From an optimization exercise on the open Yosys and OpenROAD flow, aimed at small area; shortcuts taken in it are not production practice.
At most, simulation tests tie the RTL to the original design; equivalence was not proved.
Power is estimated from default activity; no workload was simulated.

// matmul_top
module matmul_top (
    input  logic clk,
    input  logic reset,
    input  weight_pkg::packed_weights_t weights_in,
    input  array_pkg::activation_t activation_in,
    input  logic read_out,
    output array_pkg::result_t result
);
    weight_pkg::weight_lane_t lanes;
    logic [3*weight_pkg::LANES*weight_pkg::OP_W-1:0] win_ops;
    array_pkg::activation_t act_d3;
    logic [1:0] slice;
    logic [5:0] event_d;
    logic ev;
    logic [array_pkg::ROWS-1:0] stay;
    logic [3*array_pkg::ROWS*array_pkg::RESULT_W-1:0] slot_hi;
    assign ev = reset | read_out;
    weight_decoder u_decoder (
        .code  (weights_in),
        .lanes (lanes)
    );
    operand_buffer u_buffer (
        .clk        (clk),
        .reset      (reset),
        .read_out   (read_out),
        .lanes      (lanes),
        .activation (activation_in),
        .win_ops    (win_ops),
        .act_d3     (act_d3),
        .slice      (slice),
        .event_d    (event_d)
    );
    mac_array u_array (
        .clk     (clk),
        .win_ops (win_ops),
        .act_d3  (act_d3),
        .ev      (ev),
        .event_d (event_d),
        .stay    (stay),
        .slot_hi (slot_hi)
    );
    result_queue u_queue (
        .clk      (clk),
        .reset    (reset),
        .read_out (read_out),
        .slice    (slice),
        .event_d  (event_d),
        .slot_hi  (slot_hi),
        .stay     (stay),
        .result   (result)
    );
endmodule
clock: 6.5 ns
lec_check: 0
abc_area: 1
cap_margin: 20
core_margin: 2
core_utilization: 40
cts_buf_list: sky130_fd_sc_hd__clkbuf_8
cts_cluster_diameter: 60
cts_cluster_size: 16
slew_margin: 20
run.sh (not shown) runs the stock make flow with config.mk's settings and CLKGATE_MAP_FILE= SYNTH_SCRIPT=/design/flow/synth_recipe.tcl, a recipe that flattens the netlist after the stock synthesis.
The starting point passed the timing, DRC and antenna checks.
Edit:
CTS_BUF_LIST = sky130_fd_sc_hd__clkbuf_16   (was sky130_fd_sc_hd__clkbuf_8)
CTS_CLUSTER_DIAMETER = 100   (was 60)
CTS_CLUSTER_SIZE = 30   (was 16)
Via count shrinks by 0.77%.
Setup slack degrades by 0.0095 ns.
Power shrinks by 3.4%.
Die area is unchanged.
Count of clock-buffer cells in the layout shrinks by 31.
Sequential power is about the same.
Utilization shrinks by 0.40 points.
Critical path depth stays the same.
Combinational power hardly moves.
Clock skew shrinks by 0.019 ns.
Edit:
CAP_MARGIN = 0   (was 20)
SLEW_MARGIN = 0   (was 20)
The new run completed without violations; area after synthesis does not change; design area stays the same; clock-buffer cell count is unchanged; setup slack stays the same; clock skew is unchanged; non-clock buffer count stays the same; clock power is about the same; via count is unchanged; register-to-register slack hardly moves.

matmul_top, a different RTL version from the one above (not shown whole).
Size: about 650 flip-flops, roughly 27 I/O pins, about 24000 um2 of cells after synthesis.
Design matmul_top, start of the top module:
module matmul_top (
    input  logic clk,
    input  logic reset,
    input  weight_pkg::packed_weights_t weights_in,
    input  array_pkg::activation_t activation_in,
    input  logic read_out,
    output array_pkg::result_t result
);
export LEC_CHECK = 0
export ABC_AREA = 1
export CAP_MARGIN = 20
export CORE_MARGIN = 2
export CORE_UTILIZATION = 75
export CTS_BUF_LIST = sky130_fd_sc_hd__clkbuf_16
export CTS_CLUSTER_DIAMETER = 100
export CTS_CLUSTER_SIZE = 30
export SLEW_MARGIN = 20
create_clock -name core_clock -period 6.5 [get_ports {clk}]
The first run completed with no timing, DRC or antenna violations.
Next try:
Settings changed: CORE_UTILIZATION 75 to 40.
After rerunning:
- count of clock-buffer cells in the layout does not change
- combinational power came out lower by a few percent
- sequential share of layout area came out lower by 1.0 points
- critical path depth came out lower by 2
- setup slack is better by 180 ps
- die area came out higher by well over a third
- fmax came out higher by a few percent
- via count came out lower by a few percent
- first-iteration DRC count came out lower by a quarter to a third
- design area came out higher slightly
- wire length is about the same
Next try:
Settings changed: CORE_UTILIZATION 40 to 60.
Effect:
- The changed run produced a clean layout
- synthesized area stays the same
- worst setup slack gets worse by 14 ps
- worst hold slack is about the same
- global-route usage goes up by 8.7 points
- design area drops by 1.0%
- clock-buffer cell count does not change
- non-clock buffer count went up by 2
- wire length drops by 0.69%
No functional check of the RTL was part of any run of this note.

## port drivers added, routing unchanged
The results above use ideal ports. As a check the final layouts listed here were re-extracted and re-timed, cells and wires unchanged. Step 1, drivers: a clkbuf_16 drives clk and a buf_2 each remaining input, both assumed. Step 2 times the ports against the registers' clock, not the clock port: input delays grow and output delays shrink by t, the midpoint of the rising clock arrivals with the driver on. Slacks: ideal / step 1 / step 2; pairs: ideal / step 1.
| run | shift t [ns] | setup slack, ns | hold slack, ns | worst slew at a driven data input, ns |
|---|---|---|---|---|
| the first run of note 1 | 0.707 | 0.322 / 0.322 / 0.322 | 0.304 / 0.304 / 0.304 | 0.04 |
| the second run of note 1 | 0.655 | 0.312 / 0.312 / 0.312 | 0.320 / 0.320 / 0.320 | 0.04 |
| the third run of note 1 | 0.655 | 0.312 / 0.312 / 0.312 | 0.320 / 0.320 / 0.320 | 0.04 |
| the first run of note 2 | 0.622 | 0.231 / 0.231 / -0.147 | 0.329 / 0.329 / 0.329 | 0.04 |
| the second run of note 2 | 0.643 | 0.408 / 0.408 / -0.117 | 0.322 / 0.322 / 0.322 | 0.04 |
| the third run of note 2 | 0.643 | 0.394 / 0.394 / -0.137 | 0.324 / 0.324 / 0.324 | 0.04 |
With both steps, setup timing fails in the first run of note 2, the second run of note 2 and the third run of note 2, where it was met with ideal ports. The setup slack of the third run of note 2, which loses most, moves by 0.000 ns with the drivers and by -0.531 ns with both steps.
